Source: an optimization exercise on an open RTL-to-GDS flow (aim: small area, a short achievable clock period and few clock cycles). Production flows keep margins and buffers that such runs may drop. At most, simulation tests tie the RTL to the original design; equivalence was not proved. Power is estimated from default activity; no workload was simulated.

==> flow/design.v <==
package tfsr_pkg;
  localparam int TRAIL_LENGTH_DEF  = 64;
  localparam int STRIP_COLUMNS_DEF = 8;
  localparam int X_W      = 9;
  localparam int Y_W      = 8;
  localparam int OFFSET_W = 3;
  localparam int COLOR_W  = 16;
  localparam int SEL_W    = 2;
  localparam int LIMIT_W  = 8;
  localparam int CFG_W    = 8;
endpackage
module tfsr_store (
  input  logic          clk,
  input  logic          rst,
  input  logic          wr_en,
  input  logic [63:0]   wr_sel,
  input  logic [8:0]    wr_x,
  input  logic [7:0]    wr_y,
  input  logic [5:0]    wp,
  input  logic          full,
  input  logic [8:0]    start,
  input  logic          mask,
  input  logic [5:0]    mask_wp,
  output logic [63:0]   hits,
  output logic [575:0]  all_x,
  output logic [511:0]  all_y
);
  logic [8:0] mx [64];
  logic [7:0] my [64];
  always_ff @(posedge clk) begin
    for (int i = 0; i < 64; i++) begin
      if (wr_en && wr_sel[i]) begin
        mx[i] <= wr_x;
        my[i] <= wr_y;
      end
    end
  end
  logic [5:0] s_hi;
  logic [2:0] s_lo;
  logic [6:0] s_hi1;
  logic       s1_ok;
  always_comb begin
    s_hi  = start[8:3];
    s_lo  = start[2:0];
    s_hi1 = {1'b0, s_hi} + 7'd1;
    s1_ok = !s_hi1[6];
    for (int i = 0; i < 64; i++) begin
      logic ge;
      logic qge;
      logic vld;
      logic lt;
      logic wr;
      qge = (mx[i][2] && !s_lo[2]) ||
            ((mx[i][2] == s_lo[2]) && ((mx[i][1] && !s_lo[1]) ||
                                       ((mx[i][1] == s_lo[1]) && (mx[i][0] || !s_lo[0]))));
      lt  = 1'b0;
      for (int b = 0; b < 6; b++) begin
        if (((i >> b) & 1) == 1) begin
          lt = wp[b] && lt;
        end else begin
          lt = wp[b] || lt;
        end
      end
      ge  = 1'b1;
      for (int b = 0; b < 6; b++) begin
        if (((i >> b) & 1) == 1) begin
          ge = !mask_wp[b] || ge;
        end else begin
          ge = !mask_wp[b] && ge;
        end
      end
      if (mask_wp <= wp) begin
        wr = ge && lt;
      end else begin
        wr = ge || lt;
      end
      vld = (full || lt) && !(mask && wr);
      hits[i] = vld && ((mx[i][8:3] == s_hi && qge) ||
                        (s1_ok && mx[i][8:3] == s_hi1[5:0] && !qge));
      all_x[i*9 +: 9] = mx[i];
      all_y[i*8 +: 8] = my[i];
    end
  end
endmodule
module tfsr_shade (
  input  logic [5:0]  idx,
  input  logic [5:0]  wp,
  input  logic [1:0]  color_select,
  output logic [15:0] color
);
  logic [5:0] lvl6;
  logic [4:0] lvl5;
  always_comb begin
    lvl6 = idx - wp;
    lvl5 = lvl6[5:1] - {4'b0, (lvl6[5] && !lvl6[0])};
    case (color_select)
      2'd0:    color = {lvl5, 11'b0};
      2'd1:    color = {5'b0, lvl6, 5'b0};
      2'd2:    color = {11'b0, lvl5};
      default: color = '0;
    endcase
  end
endmodule
module tfsr_emit (
  input  logic          clk,
  input  logic          rst,
  input  logic          load,
  input  logic [63:0]   load_hits,
  input  logic          load_none,
  input  logic [5:0]    load_wp,
  input  logic [2:0]    load_lo,
  input  logic [575:0]  all_x,
  input  logic [511:0]  all_y,
  input  logic [1:0]    color_select,
  input  logic          out_ready,
  output logic [63:0]   owed,
  output logic          free,
  output logic          out_valid,
  output logic [26:0]   out_data,
  output logic          out_hit,
  output logic          out_last
);
  logic [63:0] rem;
  logic        none;
  logic [5:0]  rem_wp;
  logic [2:0]  rem_lo;
  logic        p_v;
  logic        p_hit;
  logic        p_last;
  logic [63:0] p_oh;
  logic [5:0]  p_wp;
  logic [2:0]  p_lo;
  logic [63:0] pre [7];
  logic [63:0] below;
  logic [63:0] oh;
  logic [63:0] rest;
  logic [63:0] t_any [7];
  logic [63:0] t_mul [7];
  logic        any;
  logic        last;
  logic [7:0]  sel_y;
  logic [2:0]  sel_q;
  logic [5:0]  sel_idx;
  logic        out_free;
  logic        p_take;
  logic        pick;
  logic [15:0] color;
  always_comb begin
    pre[0] = rem;
    for (int l = 0; l < 6; l++) begin
      for (int i = 0; i < 64; i++) begin
        if (((i >> l) & 1) == 1) begin
          pre[l+1][i] = pre[l][i] | pre[l][((i >> l) << l) - 1];
        end else begin
          pre[l+1][i] = pre[l][i];
        end
      end
    end
    below = {pre[6][62:0], 1'b0};
    oh    = rem & ~below;
    rest  = rem & ~oh;
    t_any[0] = rem;
    t_mul[0] = '0;
    for (int l = 0; l < 6; l++) begin
      t_any[l+1] = '0;
      t_mul[l+1] = '0;
      for (int i = 0; i < (32 >> l); i++) begin
        t_any[l+1][i] = t_any[l][2*i] | t_any[l][2*i+1];
        t_mul[l+1][i] = t_mul[l][2*i] | t_mul[l][2*i+1] |
                        (t_any[l][2*i] & t_any[l][2*i+1]);
      end
    end
    owed = rem | (p_v ? p_oh : '0);
    any  = t_any[6][0];
    last = !t_mul[6][0];
    out_free = !out_valid || out_ready;
    p_take   = !p_v || out_free;
    pick     = (any || none) && p_take;
    free     = (!any && !none) || (pick && (!any || last));
  end
  always_ff @(posedge clk) begin
    if (rst) begin
      rem  <= '0;
      none <= 1'b0;
    end else if (load) begin
      rem  <= load_hits;
      none <= load_none;
    end else if (pick) begin
      rem  <= rest;
      if (!any) none <= 1'b0;
    end
  end
  always_ff @(posedge clk) begin
    if (load) begin
      rem_wp <= load_wp;
      rem_lo <= load_lo;
    end
  end
  always_ff @(posedge clk) begin
    if (rst) begin
      p_v <= 1'b0;
    end else if (pick) begin
      p_v <= 1'b1;
    end else if (out_free) begin
      p_v <= 1'b0;
    end
  end
  always_ff @(posedge clk) begin
    if (pick) begin
      p_hit  <= any;
      p_last <= !any || last;
      p_oh   <= oh;
      p_wp   <= rem_wp;
      p_lo   <= rem_lo;
    end
  end
  always_comb begin
    sel_y   = '0;
    sel_q   = '0;
    sel_idx = '0;
    for (int i = 0; i < 64; i++) begin
      sel_y   = sel_y | ({8{p_oh[i]}} & all_y[i*8 +: 8]);
      sel_q   = sel_q | ({3{p_oh[i]}} & all_x[i*9 +: 3]);
      sel_idx = sel_idx | ({6{p_oh[i]}} & 6'(i));
    end
  end
  tfsr_shade u_shade (
    .idx          (sel_idx),
    .wp           (p_wp),
    .color_select (color_select),
    .color        (color)
  );
  always_ff @(posedge clk) begin
    if (rst) begin
      out_valid <= 1'b0;
    end else if (out_free) begin
      out_valid <= p_v;
    end
  end
  always_ff @(posedge clk) begin
    if (out_free && p_v) begin
      out_hit  <= p_hit;
      out_last <= p_last;
      if (p_hit) begin
        out_data <= {color, sel_y, 3'(sel_q - p_lo)};
      end else begin
        out_data <= '0;
      end
    end
  end
endmodule
module trail_fade_strip_renderer_top (
  input  logic        clk,
  input  logic        rst,
  input  logic        s_tvalid,
  output logic        s_tready,
  input  logic [31:0] s_tdata,   
  input  logic        s_tuser,   
  output logic        m_tvalid,
  input  logic        m_tready,
  output logic [31:0] m_tdata,   
  output logic        m_tuser,   
  output logic        m_tlast,
  input  logic        cfg_we,
  input  logic        cfg_index,
  input  logic [7:0]  cfg_data
);
  logic [1:0]  color_select;
  logic [7:0]  repeat_limit;
  logic [5:0]  wp;
  logic        full;
  logic [8:0]  last_x;
  logic [7:0]  last_y;
  logic        last_valid;
  logic [7:0]  repeat_count;
  logic        rdy_render;
  logic        i_v;
  logic        i_r;
  logic        st;
  logic        st_next;
  logic        upd;
  logic [8:0]  cur_x;
  logic [7:0]  cur_y;
  logic        cur_valid;
  logic        cur_sat;
  logic [25:0] i_d;
  logic        pend_v;
  logic [8:0]  pend_s;
  logic [5:0]  pend_wp;
  logic        load_none;
  logic [8:0]  start;
  logic        lap;
  logic        accept;
  logic        acc_add;
  logic        acc_render;
  logic        i_add;
  logic        i_render;
  logic        store;
  logic        stall;
  logic        commit;
  logic [63:0] wp_dec;
  logic [63:0] hits;
  logic [575:0] all_x;
  logic [511:0] all_y;
  logic [63:0] emit_owed;
  logic [63:0] owed_next;
  logic        emit_free;
  logic        load;
  logic [5:0]  load_wp;
  logic [2:0]  load_lo;
  logic        pend_next;
  logic        add_next;
  logic        stall_next;
  logic [26:0] out_data;
  assign s_tready   = s_tuser ? rdy_render : !stall;
  assign accept     = s_tvalid && s_tready;
  assign acc_add    = accept && !s_tuser;
  assign acc_render = accept && s_tuser;
  always_comb begin
    i_add    = i_v && !i_r;
    i_render = i_v && i_r;
    store = st;
    upd       = i_add && !stall;
    cur_x     = (upd && st) ? i_d[8:0] : last_x;
    cur_y     = (upd && st) ? i_d[16:9] : last_y;
    cur_valid = last_valid || (upd && st);
    if (upd && st) begin
      cur_sat = (repeat_limit == 8'd0);
    end else if (upd) begin
      cur_sat = (repeat_count == 8'hFF) || (repeat_count + 8'd1 >= repeat_limit);
    end else begin
      cur_sat = (repeat_count >= repeat_limit);
    end
    st_next = !cur_valid || (cur_x != s_tdata[8:0]) || (cur_y != s_tdata[16:9]) || cur_sat;
    for (int i = 0; i < 64; i++) begin
      wp_dec[i] = (wp == 6'(i));
    end
    start  = pend_v ? pend_s : i_d[25:17];
    commit = i_add && !stall;
    load      = emit_free && (pend_v || i_render);
    load_none = !(|hits);
    load_wp   = pend_v ? pend_wp : wp;
    load_lo   = start[2:0];
    pend_next = (pend_v || i_render) && !emit_free;
    owed_next  = emit_owed | ((pend_v || i_render) ? hits : '0);
    lap        = pend_v && ((wp + 6'd1 == pend_wp) || (wp + 6'd2 == pend_wp));
    add_next   = acc_add || stall;
    stall_next = add_next &&
                 (lap || |(owed_next & (wp_dec | {wp_dec[62:0], wp_dec[63]})));
  end
  always_ff @(posedge clk) begin
    if (rst) begin
      stall      <= 1'b0;
      rdy_render <= 1'b1;
      i_v        <= 1'b0;
      pend_v     <= 1'b0;
    end else begin
      stall      <= stall_next;
      rdy_render <= !stall_next && !pend_next && !acc_render;
      if (!stall) begin
        i_v <= accept;
      end
      pend_v <= pend_next;
    end
  end
  always_ff @(posedge clk) begin
    if (!stall) begin
      st  <= st_next;
      i_r <= s_tuser;
      i_d <= s_tdata[25:0];
    end
    if (i_render) begin
      pend_s  <= i_d[25:17];
      pend_wp <= wp;
    end
  end
  always_ff @(posedge clk) begin
    if (rst) begin
      color_select <= 2'd0;
      repeat_limit <= 8'd16;
      wp           <= '0;
      full         <= 1'b0;
      last_valid   <= 1'b0;
      repeat_count <= '0;
    end else begin
      if (cfg_we) begin
        if (cfg_index) begin
          repeat_limit <= cfg_data;
        end else begin
          color_select <= cfg_data[1:0];
        end
      end
      if (commit) begin
        if (store) begin
          last_valid   <= 1'b1;
          repeat_count <= '0;
          wp           <= wp + 6'd1;
          if (wp == 6'd63) full <= 1'b1;
        end else if (repeat_count != 8'hFF) begin
          repeat_count <= repeat_count + 8'd1;
        end
      end
    end
  end
  always_ff @(posedge clk) begin
    if (commit && store) begin
      last_x <= i_d[8:0];
      last_y <= i_d[16:9];
    end
  end
  tfsr_store u_store (
    .clk    (clk),
    .rst    (rst),
    .wr_en  (commit && store),
    .wr_sel (wp_dec),
    .wr_x   (i_d[8:0]),
    .wr_y   (i_d[16:9]),
    .wp     (wp),
    .full   (full),
    .start  (start),
    .mask   (pend_v),
    .mask_wp(pend_wp),
    .hits   (hits),
    .all_x  (all_x),
    .all_y  (all_y)
  );
  tfsr_emit u_emit (
    .clk          (clk),
    .rst          (rst),
    .load         (load),
    .load_hits    (hits),
    .load_none    (load_none),
    .load_wp      (load_wp),
    .load_lo      (load_lo),
    .all_x        (all_x),
    .all_y        (all_y),
    .color_select (color_select),
    .out_ready    (m_tready),
    .owed         (emit_owed),
    .free         (emit_free),
    .out_valid    (m_tvalid),
    .out_data     (out_data),
    .out_hit      (m_tuser),
    .out_last     (m_tlast)
  );
  assign m_tdata = {5'b0, out_data};
endmodule
make LEC_CHECK=0 ABC_CLOCK_PERIOD_IN_PS=3000 CAP_MARGIN=20 CORE_MARGIN=2 CORE_UTILIZATION=40 SETUP_SLACK_MARGIN=4.0 SLEW_MARGIN=20 finish   # period 7.5 ns
run.sh (not shown) runs the stock make flow with config.mk's settings and CLKGATE_MAP_FILE= SYNTH_SCRIPT=/design/flow/synth_recipe.tcl, a recipe that flattens the netlist after the stock synthesis.
Rerun with:
--- a/flow/design.v
+++ b/flow/design.v
@@ -20,6 +20,8 @@
   input  logic          full,
   input  logic [8:0]    start,
+  input  logic [6:0]    start_hi1,
   input  logic          mask,
   input  logic [5:0]    mask_wp,
+  input  logic          mask_wrap,
   output logic [63:0]   hits,
   output logic [575:0]  all_x,
@@ -43,5 +45,5 @@
     s_hi  = start[8:3];
     s_lo  = start[2:0];
-    s_hi1 = {1'b0, s_hi} + 7'd1;
+    s_hi1 = start_hi1;
     s1_ok = !s_hi1[6];
     for (int i = 0; i < 64; i++) begin
@@ -70,5 +72,5 @@
         end
       end
-      if (mask_wp <= wp) begin
+      if (!mask_wrap) begin
         wr = ge && lt;
       end else begin
@@ -130,4 +132,6 @@
   logic [63:0] p_oh;
   logic [5:0]  p_wp;
+  logic [5:0]  p_idx;
+  logic [5:0]  oh_idx;
   logic [2:0]  p_lo;
   logic [63:0] pre [7];
@@ -141,5 +145,4 @@
   logic [7:0]  sel_y;
   logic [2:0]  sel_q;
-  logic [5:0]  sel_idx;
   logic        out_free;
   logic        p_take;
@@ -172,4 +175,8 @@
     end
     owed = rem | (p_v ? p_oh : '0);
+    oh_idx = '0;
+    for (int i = 0; i < 64; i++) begin
+      oh_idx = oh_idx | ({6{oh[i]}} & 6'(i));
+    end
     any  = t_any[6][0];
     last = !t_mul[6][0];
@@ -211,4 +218,5 @@
       p_last <= !any || last;
       p_oh   <= oh;
+      p_idx  <= oh_idx;
       p_wp   <= rem_wp;
       p_lo   <= rem_lo;
@@ -218,13 +226,11 @@
     sel_y   = '0;
     sel_q   = '0;
-    sel_idx = '0;
     for (int i = 0; i < 64; i++) begin
       sel_y   = sel_y | ({8{p_oh[i]}} & all_y[i*8 +: 8]);
       sel_q   = sel_q | ({3{p_oh[i]}} & all_x[i*9 +: 3]);
-      sel_idx = sel_idx | ({6{p_oh[i]}} & 6'(i));
     end
   end
   tfsr_shade u_shade (
-    .idx          (sel_idx),
+    .idx          (p_idx),
     .wp           (p_wp),
     .color_select (color_select),
@@ -284,10 +290,11 @@
   logic        cur_valid;
   logic        cur_sat;
-  logic [25:0] i_d;
+  logic [16:0] i_d;
   logic        pend_v;
-  logic [8:0]  pend_s;
   logic [5:0]  pend_wp;
+  logic        pend_wrap;
   logic        load_none;
   logic [8:0]  start;
+  logic [6:0]  start_hi1;
   logic        lap;
   logic        accept;
@@ -336,5 +343,4 @@
       wp_dec[i] = (wp == 6'(i));
     end
-    start  = pend_v ? pend_s : i_d[25:17];
     commit = i_add && !stall;
     load      = emit_free && (pend_v || i_render);
@@ -368,9 +374,15 @@
       st  <= st_next;
       i_r <= s_tuser;
-      i_d <= s_tdata[25:0];
+      i_d <= s_tdata[16:0];
     end
     if (i_render) begin
-      pend_s  <= i_d[25:17];
-      pend_wp <= wp;
+      pend_wp   <= wp;
+      pend_wrap <= 1'b0;
+    end else if (commit && store && wp == 6'd63) begin
+      pend_wrap <= 1'b1;
+    end
+    if (acc_render) begin
+      start     <= s_tdata[25:17];
+      start_hi1 <= {1'b0, s_tdata[25:20]} + 7'd1;
     end
   end
@@ -419,6 +431,8 @@
     .full   (full),
     .start  (start),
+    .start_hi1 (start_hi1),
     .mask   (pend_v),
     .mask_wp(pend_wp),
+    .mask_wrap(pend_wrap),
     .hits   (hits),
     .all_x  (all_x),
After rerunning:
- first-iteration DRC count is lower by 1.1%
- final area decreases by 1.8%
- critical path depth is lower by 2
- non-clock buffer count decreases by 148
- core utilization drops by 1.4 points
- wire length drops by 2.1%
- synthesized area came out higher by 0.85%
- worst setup slack gains 440 ps
- global-route usage shrinks by 0.83 points
- clock power went up by about 2%
No functional check of the RTL was part of any run of this note.

---

trail_fade_strip_renderer_top, a different RTL version from the one above (not shown whole).
Size in the first run: roughly 5200 cells after synthesis, roughly 83 I/O pins, about 65000 sq um of cells after synthesis.
==> module tfsr_emit, before the edit <==
module tfsr_emit (
  input  logic          clk,
  input  logic          rst,
  input  logic          load,
  input  logic [63:0]   load_hits,
  input  logic [5:0]    load_wp,
  input  logic [2:0]    load_lo,
  input  logic [575:0]  all_x,
  input  logic [511:0]  all_y,
  input  logic [1:0]    color_select,
  input  logic          out_ready,
  output logic [63:0]   owed,
  output logic          free,
  output logic          out_valid,
  output logic [26:0]   out_data,
  output logic          out_hit,
  output logic          out_last
);
  logic [63:0] rem;
  logic        fresh;
  logic        none;
  logic [5:0]  rem_wp;
  logic [2:0]  rem_lo;
  logic        p_v;
  logic        p_hit;
  logic        p_last;
  logic [63:0] p_oh;
  logic [5:0]  p_wp;
  logic [5:0]  p_idx;
  logic [5:0]  oh_idx;
  logic [2:0]  p_lo;
  logic [63:0] pre [7];
  logic [63:0] below;
  logic [63:0] oh;
  logic [63:0] rest;
  logic [63:0] t_any [7];
  logic [63:0] t_mul [7];
  logic        any;
  logic        last;
  logic [7:0]  sel_y;
  logic [2:0]  sel_q;
  logic        out_free;
  logic        p_take;
  logic        pick;
  logic [15:0] color;
  always_comb begin
    pre[0] = rem;
    for (int l = 0; l < 6; l++) begin
      for (int i = 0; i < 64; i++) begin
        if (((i >> l) & 1) == 1) begin
          pre[l+1][i] = pre[l][i] | pre[l][((i >> l) << l) - 1];
        end else begin
          pre[l+1][i] = pre[l][i];
        end
      end
    end
    below = {pre[6][62:0], 1'b0};
    oh    = rem & ~below;
    rest  = rem & ~oh;
    t_any[0] = rem;
    t_mul[0] = '0;
    for (int l = 0; l < 6; l++) begin
      t_any[l+1] = '0;
      t_mul[l+1] = '0;
      for (int i = 0; i < (32 >> l); i++) begin
        t_any[l+1][i] = t_any[l][2*i] | t_any[l][2*i+1];
        t_mul[l+1][i] = t_mul[l][2*i] | t_mul[l][2*i+1] |
                        (t_any[l][2*i] & t_any[l][2*i+1]);
      end
    end
    for (int i = 0; i < 64; i++) begin
      p_oh[i] = p_hit && (p_idx == 6'(i));
    end
    owed = rem | (p_v ? p_oh : '0);
    oh_idx = '0;
    for (int i = 0; i < 64; i++) begin
      oh_idx = oh_idx | ({6{oh[i]}} & 6'(i));
    end
    any  = t_any[6][0];
    none = fresh && !any;
    last = !t_mul[6][0];
    out_free = !out_valid || out_ready;
    p_take   = !p_v || out_free;
    pick     = (any || none) && p_take;
    free     = (!any && !none) || (pick && (!any || last));
  end
  always_ff @(posedge clk) begin
    if (rst) begin
      rem   <= '0;
      fresh <= 1'b0;
    end else if (load) begin
      rem   <= load_hits;
      fresh <= 1'b1;
    end else if (pick) begin
      rem   <= rest;
      fresh <= 1'b0;
    end
  end
  always_ff @(posedge clk) begin
    if (load) begin
      rem_wp <= load_wp;
      rem_lo <= load_lo;
    end
  end
  always_ff @(posedge clk) begin
    if (rst) begin
      p_v <= 1'b0;
    end else if (pick) begin
      p_v <= 1'b1;
    end else if (out_free) begin
      p_v <= 1'b0;
    end
  end
  always_ff @(posedge clk) begin
    if (pick) begin
      p_hit  <= any;
      p_last <= !any || last;
      p_idx  <= oh_idx;
      p_wp   <= rem_wp;
      p_lo   <= rem_lo;
    end
  end
  always_comb begin
    sel_y   = '0;
    sel_q   = '0;
    for (int i = 0; i < 64; i++) begin
      sel_y   = sel_y | ({8{p_oh[i]}} & all_y[i*8 +: 8]);
      sel_q   = sel_q | ({3{p_oh[i]}} & all_x[i*9 +: 3]);
    end
  end
  tfsr_shade u_shade (
    .idx          (p_idx),
    .wp           (p_wp),
    .color_select (color_select),
    .color        (color)
  );
  always_ff @(posedge clk) begin
    if (rst) begin
      out_valid <= 1'b0;
    end else if (out_free) begin
      out_valid <= p_v;
    end
  end
  always_ff @(posedge clk) begin
    if (out_free && p_v) begin
      out_hit  <= p_hit;
      out_last <= p_last;
      if (p_hit) begin
        out_data <= {color, sel_y, 3'(sel_q - p_lo)};
      end else begin
        out_data <= '0;
      end
    end
  end
endmodule
clock: 7.5 ns
lec_check: 0
abc_clock_period_in_ps: 3000
cap_margin: 20
core_margin: 2
core_utilization: 40
setup_slack_margin: 4.0
slew_margin: 20
Testbench counts at the start, summed over its fixed seeds: cycles 10,344.
Change:
--- a/flow/design.v
+++ b/flow/design.v
@@ -145,12 +145,13 @@
   logic [7:0]  sel_y;
   logic [2:0]  sel_q;
   logic        out_free;
   logic        p_take;
   logic        pick;
   logic [15:0] color;
+  logic [2:0]  off_tbl [8];
   always_comb begin
     pre[0] = rem;
     for (int l = 0; l < 6; l++) begin
       for (int i = 0; i < 64; i++) begin
         if (((i >> l) & 1) == 1) begin
           pre[l+1][i] = pre[l][i] | pre[l][((i >> l) << l) - 1];
@@ -170,15 +171,12 @@
       for (int i = 0; i < (32 >> l); i++) begin
         t_any[l+1][i] = t_any[l][2*i] | t_any[l][2*i+1];
         t_mul[l+1][i] = t_mul[l][2*i] | t_mul[l][2*i+1] |
                         (t_any[l][2*i] & t_any[l][2*i+1]);
       end
     end
-    for (int i = 0; i < 64; i++) begin
-      p_oh[i] = p_hit && (p_idx == 6'(i));
-    end
     owed = rem | (p_v ? p_oh : '0);
     oh_idx = '0;
     for (int i = 0; i < 64; i++) begin
       oh_idx = oh_idx | ({6{oh[i]}} & 6'(i));
     end
     any  = t_any[6][0];
@@ -218,24 +216,30 @@
   end
   always_ff @(posedge clk) begin
     if (pick) begin
       p_hit  <= any;
       p_last <= !any || last;
       p_idx  <= oh_idx;
+      p_oh   <= oh;
       p_wp   <= rem_wp;
       p_lo   <= rem_lo;
     end
   end
   always_comb begin
     sel_y   = '0;
     sel_q   = '0;
     for (int i = 0; i < 64; i++) begin
       sel_y   = sel_y | ({8{p_oh[i]}} & all_y[i*8 +: 8]);
       sel_q   = sel_q | ({3{p_oh[i]}} & all_x[i*9 +: 3]);
     end
   end
+  always_comb begin
+    for (int v = 0; v < 8; v++) begin
+      off_tbl[v] = 3'(v) - p_lo;
+    end
+  end
   tfsr_shade u_shade (
     .idx          (p_idx),
     .wp           (p_wp),
     .color_select (color_select),
     .color        (color)
   );
@@ -248,13 +252,13 @@
   end
   always_ff @(posedge clk) begin
     if (out_free && p_v) begin
       out_hit  <= p_hit;
       out_last <= p_last;
       if (p_hit) begin
-        out_data <= {color, sel_y, 3'(sel_q - p_lo)};
+        out_data <= {color, sel_y, off_tbl[sel_q]};
       end else begin
         out_data <= '0;
       end
     end
   end
 endmodule
Sequential share of layout area went up by 2.0 points.
Routed wire length went up by 1.4%.
Final cell count went down by 1.6%.
Fmax went up by 8.8%.
Non-clock buffer count went down by 48.
Die area went up by 2.4%.
Total power went up by 6.2%.
Synthesized area went up by 2.4%.
Via count hardly moves.
Worst setup slack improved by 0.32 ns.
Critical path depth went down by 7.
Sequential power went up by 4.8%.
Utilization went down by 0.67 points.
Clock skew went down by 0.0083 ns.
Testbench counts after the change, summed over its fixed seeds: cycles 10,344.

-- re-timing with driven ports --
No port has a modelled driver above. Below, the same layouts with a new extraction and two added sets of constraints.
Step 1, drivers: a clkbuf_16 drives clk and a buf_2 each remaining input, both assumed.
Step 2, shift: input delay + t, output delay - t, t = (earliest + latest rising clock arrival at the registers) / 2. This alone moves slack from input paths to output paths.
a / b / c = ideal / step 1 / step 2; a / b = the first two.
| run | t, ns | setup slack, ns | worst hold slack (ns) | worst data-port slew with drivers (ns) | pins driven straight from the clock port |
|---|---|---|---|---|---|
| the first run of note 1 | 0.877 | 3.281 / 3.281 / 3.281 | 0.419 / 0.419 / 0.419 | 0.05 | 1 |
| the second run of note 1 | 0.903 | 3.718 / 3.718 / 3.295 | 0.423 / 0.423 / 0.423 | 0.04 | 1 |
| the first run of note 2 | 0.893 | 3.575 / 3.575 / 3.574 | 0.421 / 0.421 / 0.421 | 0.09 | 1 |
| the second run of note 2 | 0.902 | 3.893 / 3.893 / 3.448 | 0.423 / 0.423 / 0.423 | 0.06 | 1 |
After both steps setup and hold are still met in every run listed. The setup slack of the second run of note 2, which loses most, moves by 0.000 ns with the drivers and by -0.445 ns with both steps.
